Source: an optimization exercise on an open RTL-to-GDS flow (aim: small area). Production flows keep margins and buffers that such runs may drop. Function was checked by simulation only, so behaviour that the tests miss may differ from the original. Power is estimated from default activity; no workload was simulated.

Setup of v31:
Design thread_mmu, start of the top module:
module thread_mmu #(
   parameter int NUM_TRD = 8,
   parameter int TRD_W   = 3,
   parameter int AW      = 32
) (
   input  logic             clk,
   input  logic             rst_n,
   input  logic [AW-1:0]    i_addr,
   input  logic [TRD_W-1:0] i_trd,
   input  logic             i_rd,
   input  logic [AW-1:0]    d_addr,
   input  logic [TRD_W-1:0] d_trd,
   input  logic             d_rd,
   input  logic             d_wr,
   output logic             i_segfault,
   output logic             d_segfault,
   input  logic             i_fill_req,
   input  logic             d_fill_req,
   input  logic             d_fill_wr,
   output logic             i_fill_done,
   output logic             d_fill_done,
   output logic             fill_err,
   input  logic             cfg_we,
   input  logic             cfg_side,
   input  logic [TRD_W-1:0] cfg_trd,
   input  logic [AW-1:0]    cfg_base,
   input  logic [AW-1:0]    cfg_limit,
   input  logic             ready,
   input  logic             tx_done,
   output logic [1:0]       mem_op,
   output logic [63:0]      cpu_addr
);
make LEC_CHECK=0 CAP_MARGIN=0 CORE_MARGIN=2 CORE_UTILIZATION=65 CTS_BUF_LIST=sky130_fd_sc_hd__clkbuf_16 CTS_CLUSTER_DIAMETER=80 CTS_CLUSTER_SIZE=25 PLACE_DENSITY=0.75 SLEW_MARGIN=0 SYNTH_HIERARCHICAL=1 finish   # period 7.0 ns
run.sh (not shown) runs the stock make flow with config.mk's settings and CLKGATE_MAP_FILE= SYNTH_SCRIPT=/design/flow/synth_recipe.tcl, a recipe that flattens the netlist after the stock synthesis.
Inputs modified between v31 and v56:
Settings: CTS_BUF_LIST: sky130_fd_sc_hd__clkbuf_16 -> unset; PLACE_DENSITY: 0.75 -> 0.6; CORE_UTILIZATION: 65 -> 40; CTS_CLUSTER_SIZE: 25 -> unset; CTS_CLUSTER_DIAMETER: 80 -> unset.
==> flow/flow/run.sh (new file) <==
#!/bin/bash
# The standard layout (standard.sh, with the standard synthesis unchanged), with:
#  - port buffers as buf_1 cells (buffer_ports -buffer_cell),
#  - CTS with larger sink clusters and no dummy loads,
#  - non-critical gates downsized after global routing (RECOVER_POWER).
# The make output goes to standard_flow.log; each ORFS step keeps its own log under orfs/logs.
set -euo pipefail
bash standard.sh \
  BUFFER_PORTS_ARGS="-buffer_cell sky130_fd_sc_hd__buf_1" \
  CTS_ARGS="-sink_clustering_enable -repair_clock_nets -sink_clustering_size 25 -sink_clustering_max_diameter 80 -buf_list sky130_fd_sc_hd__clkbuf_16 -dont_use_dummy_load" \
  RECOVER_POWER=100 \
  finish > standard_flow.log 2>&1
==> flow/standard.sh (new file) <==
#!/bin/bash
# synth_recipe.tcl (not shown) runs the flow's synth.tcl, then flattens the netlist and writes it again
# the make line also repeats each setting of config.mk as NAME=value (left out here)
make -C /OpenROAD-flow-scripts/flow DESIGN_CONFIG=/design/flow/config.mk WORK_HOME=/design/flow/orfs CLKGATE_MAP_FILE= SYNTH_SCRIPT=/design/flow/synth_recipe.tcl "${@:-finish}"
removed: flow/run.sh
### Flow results
In v56 the implementation completed, yet the final layout does not meet the checks, the culprit being capacitance limit, slew limit. Compared with v31, v56 shows a higher clock-buffer cell count. v56 ends up with a fmax that is about 1.6% higher than in v31. In the metrics for v56 and v31, the one carrying the lower met2 layer usage reported by global route is v56. Higher routed wire length goes to v56 over v31. Buffers plus inverters on the worst setup path (higher): v31. Final critical-path required period (v56 over v31): decrease, 0.11 ns. Of v56 and v31, it is v56 that has the higher final cell count without fillers. Comparing v56 and v31, the higher switching share of power was measured on v56. Looking at endpoint of the worst setup timing path, the d_segfault result is from v56; the i_segfault one comes from v31. Count of cells resized by post-cts repair in v56 is 18 lower than in v31. Measured against each other, v56 and v31 differ in non-clock buffer count, the lower figure coming from v56.
The following lists how v58 was set up differently from v56:
Settings: CORE_UTILIZATION: 40 -> 60; PLACE_DENSITY: 0.6 -> 0.7.
==> flow/flow/run.sh <==
#!/bin/bash
# The standard layout (standard.sh, with the standard synthesis unchanged), with:
#  - port buffers as buf_1 cells (buffer_ports -buffer_cell),
#  - CTS with larger sink clusters and no dummy loads.
# The make output goes to standard_flow.log; each ORFS step keeps its own log under orfs/logs.
set -euo pipefail
bash standard.sh \
  BUFFER_PORTS_ARGS="-buffer_cell sky130_fd_sc_hd__buf_1" \
  CTS_ARGS="-sink_clustering_enable -repair_clock_nets -sink_clustering_size 25 -sink_clustering_max_diameter 80 -buf_list sky130_fd_sc_hd__clkbuf_16 -dont_use_dummy_load" \
  finish > standard_flow.log 2>&1
==> comparison <==
v58: flow completed, timing, DRC and antenna clean. Number of buffers inserted by port buffering: v58 vs v56 identical. Taking v56 as the reference point, the final critical-path share of the clock period of v58 rises by 0.38 points. Row fraction of layout cells with a size suffix above 1: v58 higher / v56 lower. Total track usage: v58 and v56 compared, lower one is v56. Est. power | v58 vs v56 | v58 lower. | worst setup slack after layout | higher: v56 |. Higher number of inserted filler cells in the final layout among v58 and v56: v56. For count of standard-cell rows, dividing the value from v56 by the value from v58 gives 1.2.

what the ideal ports hide:
In the flow no input, the clock included, has a driving cell. The finished layouts below were timed again as built, in two steps. Step 1 assumes that a clkbuf_16 drives the clock port and a buf_2 every other input. Step 2 also shifts input and output timing later by t, the mid clock arrival at the registers, as if the neighbouring blocks saw the same clock. Slacks: ideal ports / drivers / drivers and shift; pairs: ideal ports / drivers.
run	t (ns)	setup slack, ns	hold slack, ns	latest minus earliest clock arrival (ns)	pins driven straight from the clock port
v31	0.702	0.099 / 0.077 / -0.028	0.471 / 0.471 / 0.471	0.024 / 0.023	1
v56	0.718	0.207 / 0.184 / -0.463	0.471 / 0.471 / 0.471	0.053 / 0.053	1
v58	0.699	0.180 / 0.148 / 0.148	0.484 / 0.484 / 0.484	0.031 / 0.031	1
The setup slack of v56, which loses most, moves by -0.023 ns with the drivers and by -0.670 ns with both steps.
